Context: an optimization exercise on an open-source flow, tuned for small area and a short achievable clock period. The choices shown serve that exercise and are no tape-out recipe.
In this exercise RTL edits were held to simulation tests only and were not proved equivalent to the original.
Power is estimated from default activity; no workload was simulated.

## v6
// mc_rf_top
module mc_rf_top #(
	parameter int NUM_CS = 8
) (
	input  logic clk,
	input  logic rst,
	input  logic bus_cyc_i,
	input  logic bus_stb_i,
	input  logic bus_we_i,
	input  logic [31:0] bus_addr_i,
	input  logic [mc_pkg::DATA_W-1:0] bus_data_i,
	input  logic mc_sts_i,
	input  logic cs_le_i,
	input  logic init_ack_i,
	input  logic lmr_ack_i,
	output logic ack_o,
	output logic [mc_pkg::DATA_W-1:0] rd_data_o,
	output logic wp_err_o,
	output logic [mc_pkg::MAX_CS-1:0] cs_o,
	output logic [mc_pkg::DATA_W-1:0] csc_sel_o,
	output logic [mc_pkg::DATA_W-1:0] tms_sel_o,
	output logic [mc_pkg::MAX_CS-1:0] cs_need_rfr_o,
	output logic [2:0] ref_int_o,
	output logic [7:0] rfr_ps_val_o,
	output logic mc_vpen_o,
	output logic fs_o,
	output logic init_req_o,
	output logic lmr_req_o,
	output logic [mc_pkg::MAX_CS-1:0] spec_req_cs_o
);
export LEC_CHECK = 0
export CAP_MARGIN = 20
export CORE_MARGIN = 2
export CORE_UTILIZATION = 60
export CTS_BUF_LIST = sky130_fd_sc_hd__clkbuf_16
export CTS_CLUSTER_DIAMETER = 60
export CTS_CLUSTER_SIZE = 20
export SETUP_SLACK_MARGIN = 3.7
export SLEW_MARGIN = 20
create_clock -name core_clock -period 7.0 [get_ports {clk}]
standard.sh (not shown) runs the stock make flow with config.mk's settings and CLKGATE_MAP_FILE= SYNTH_SCRIPT=/design/flow/synth_recipe.tcl, a recipe that flattens the netlist after the stock synthesis.
==> flow/flow/run.sh <==
#!/bin/bash
# Standard ORFS layout (standard synthesis script), with resizing free to
# change cell footprints, plain buffers on the ports, and the slow
# single-size a222oi cell kept out of mapping and resizing.
set -euo pipefail
DU="$(cat flow/dont_use.txt)"
bash standard.sh MATCH_CELL_FOOTPRINT=0 "BUFFER_PORTS_ARGS=-buffer_cell sky130_fd_sc_hd__buf_2" "DONT_USE_CELLS=$DU" finish > standard.log 2>&1
==> flow/flow/dont_use.txt <==
sky130_fd_sc_hd__probe_p_8 sky130_fd_sc_hd__probec_p_8 sky130_fd_sc_hd__lpflow_bleeder_1 sky130_fd_sc_hd__lpflow_clkbufkapwr_1 sky130_fd_sc_hd__lpflow_clkbufkapwr_16 sky130_fd_sc_hd__lpflow_clkbufkapwr_2 sky130_fd_sc_hd__lpflow_clkbufkapwr_4 sky130_fd_sc_hd__lpflow_clkbufkapwr_8 sky130_fd_sc_hd__lpflow_clkinvkapwr_1 sky130_fd_sc_hd__lpflow_clkinvkapwr_16 sky130_fd_sc_hd__lpflow_clkinvkapwr_2 sky130_fd_sc_hd__lpflow_clkinvkapwr_4 sky130_fd_sc_hd__lpflow_clkinvkapwr_8 sky130_fd_sc_hd__lpflow_decapkapwr_12 sky130_fd_sc_hd__lpflow_decapkapwr_3 sky130_fd_sc_hd__lpflow_decapkapwr_4 sky130_fd_sc_hd__lpflow_decapkapwr_6 sky130_fd_sc_hd__lpflow_decapkapwr_8 sky130_fd_sc_hd__lpflow_inputiso0n_1 sky130_fd_sc_hd__lpflow_inputiso0p_1 sky130_fd_sc_hd__lpflow_inputiso1n_1 sky130_fd_sc_hd__lpflow_inputiso1p_1 sky130_fd_sc_hd__lpflow_inputisolatch_1 sky130_fd_sc_hd__lpflow_isobufsrc_1 sky130_fd_sc_hd__lpflow_isobufsrc_16 sky130_fd_sc_hd__lpflow_isobufsrc_2 sky130_fd_sc_hd__lpflow_isobufsrc_4 sky130_fd_sc_hd__lpflow_isobufsrc_8 sky130_fd_sc_hd__lpflow_isobufsrckapwr_16 sky130_fd_sc_hd__lpflow_lsbuf_lh_hl_isowell_tap_1 sky130_fd_sc_hd__lpflow_lsbuf_lh_hl_isowell_tap_2 sky130_fd_sc_hd__lpflow_lsbuf_lh_hl_isowell_tap_4 sky130_fd_sc_hd__lpflow_lsbuf_lh_isowell_4 sky130_fd_sc_hd__lpflow_lsbuf_lh_isowell_tap_1 sky130_fd_sc_hd__lpflow_lsbuf_lh_isowell_tap_2 sky130_fd_sc_hd__lpflow_lsbuf_lh_isowell_tap_4 sky130_fd_sc_hd__a222oi_1
[inputs] v7 vs v6
--- a/flow/design.v
+++ b/flow/design.v
@@ -222,71 +222,58 @@
 	logic [W-1:0] csc_d;
 	logic [W-1:0] tms_d;
 	assign load = cs_le_i & bus_cyc_i & bus_stb_i;
 	always_comb
 	begin
 		lower[0] = 1'b0;
 		for (int i = 1; i < N; i++)
 			lower[i] = lower[i-1] | match[i-1];
 		for (int i = 0; i < N - 1; i++)
 			sel[i] = match[i] & ~lower[i];
 		sel[N-1] = ~lower[N-1];
 	end
-	logic [N-1:0] sel_ld;
-	logic hold;
-	logic [W-1:0] tms_sel_n;
-	assign tms_sel_o = ~tms_sel_n;
-	assign sel_ld = sel & {N{load}};
-	assign hold = ~load;
 	always_comb
 	begin
-		csc_d = {W{hold}} & csc_sel_o;
-		tms_d = {W{hold}} & ~tms_sel_n;
+		csc_d = '0;
+		tms_d = '0;
 		tms_fill = 1'b0;
 		for (int i = 0; i < N; i++)
 		begin
 			if (i == N - 1)
-				csc_d = csc_d | ({W{sel_ld[i] & csc_v[i]}} & csc_q[i]);
+				csc_d = csc_d | ({W{sel[i] & csc_v[i]}} & csc_q[i]);
 			else
-				csc_d = csc_d | ({W{sel_ld[i]}} & csc_q[i]);
-			tms_d = tms_d | ({W{sel_ld[i]}} & tms_q[i]);
-			tms_fill = tms_fill | (sel_ld[i] & ~tms_v[i]);
+				csc_d = csc_d | ({W{sel[i]}} & csc_q[i]);
+			tms_d = tms_d | ({W{sel[i]}} & tms_q[i]);
+			tms_fill = tms_fill | (sel[i] & ~tms_v[i]);
 		end
 		tms_d = tms_d | {W{tms_fill}};
 	end
-	always_ff @(posedge clk or posedge rst)
-	begin
-		if (rst)
-		begin
-			csc_sel_o <= '0;
-			tms_sel_n <= '0;
-		end
-		else
-		begin
-			csc_sel_o <= csc_d;
-			tms_sel_n <= ~tms_d;
-		end
-	end
+	logic [W-1:0] tms_sel_n;
+	assign tms_sel_o = ~tms_sel_n;
 	always_ff @(posedge clk or posedge rst)
 	begin
 		if (rst)
 		begin
 			cs_o <= '0;
 			wp_err_o <= 1'b0;
+			csc_sel_o <= '0;
+			tms_sel_n <= '0;
 		end
 		else if (load)
 		begin
 			cs_o <= '0;
 			cs_o[N-1:0] <= match;
 			wp_err_o <= |(match & wp_bit) & bus_we_i;
+			csc_sel_o <= csc_d;
+			tms_sel_n <= ~tms_d;
 		end
 		else if (!bus_cyc_i)
 			wp_err_o <= 1'b0;
 	end
 	logic [W-1:0] rd_d;
 	logic [4:0] rd_idx;
 	logic rd_csr, rd_mask, rd_fill;
 	logic [N-1:0] rd_csc, rd_tms;
 	assign rd_idx = bus_addr_i[6:2];
 	assign rd_csr = rd_idx == mc_pkg::REG_IDX_CSR;
 	assign rd_mask = rd_idx == mc_pkg::REG_IDX_MASK;
 	for (genvar i = 0; i < N; i++)
==> summary.txt <==
Taking v7 over v6, the number of buffers other than clock buffers in the final layout ratio works out to 1.07.
NOTE: wire length in v7 falls short of that of v6
| power | lower: v7 |
The via count of v7 falls short of that of v6 by about 3.6%.
Changes observed in v7 relative to v6: first-pass detailed-route iteration total shows an increase of 4; share of the cycle needed by the critical path after routing shows a reduction of 0.28 points; filler-free cell count of the finished design shows a reduction of 116; post-layout minimum cycle time shows a reduction of 0.020 ns.

what the ideal ports hide:
The results above use ideal ports. As a check the final layouts listed here were re-extracted and re-timed, cells and wires unchanged. Step 1: set_driving_cell puts a clkbuf_16 on clk and a buf_2 on each other input, an assumption about the parent block. Step 2 moves the port delays by t, midway between the first and last clock arrival at a register: inputs arrive t later, outputs are due t later. That takes back most of the time a late clock gives input paths. Three values: ideal ports, drivers, drivers and shift; two values: the first two.
| run | shift t [ns] | setup WS [ns] | clock arrival spread, ns | worst data-port slew with drivers (ns) | pins driven straight from the clock port |
|---|---|---|---|---|---|
| v6 | 0.700 | 3.631 / 3.677 / 2.977 | 0.032 / 0.032 | 0.11 | 1 |
| v7 | 0.688 | 3.650 / 3.623 / 2.935 | 0.033 / 0.033 | 0.13 | 1 |
After both steps setup and hold are still met in every run listed. The setup slack of v7, which loses most, moves by -0.027 ns with the drivers and by -0.715 ns with both steps.
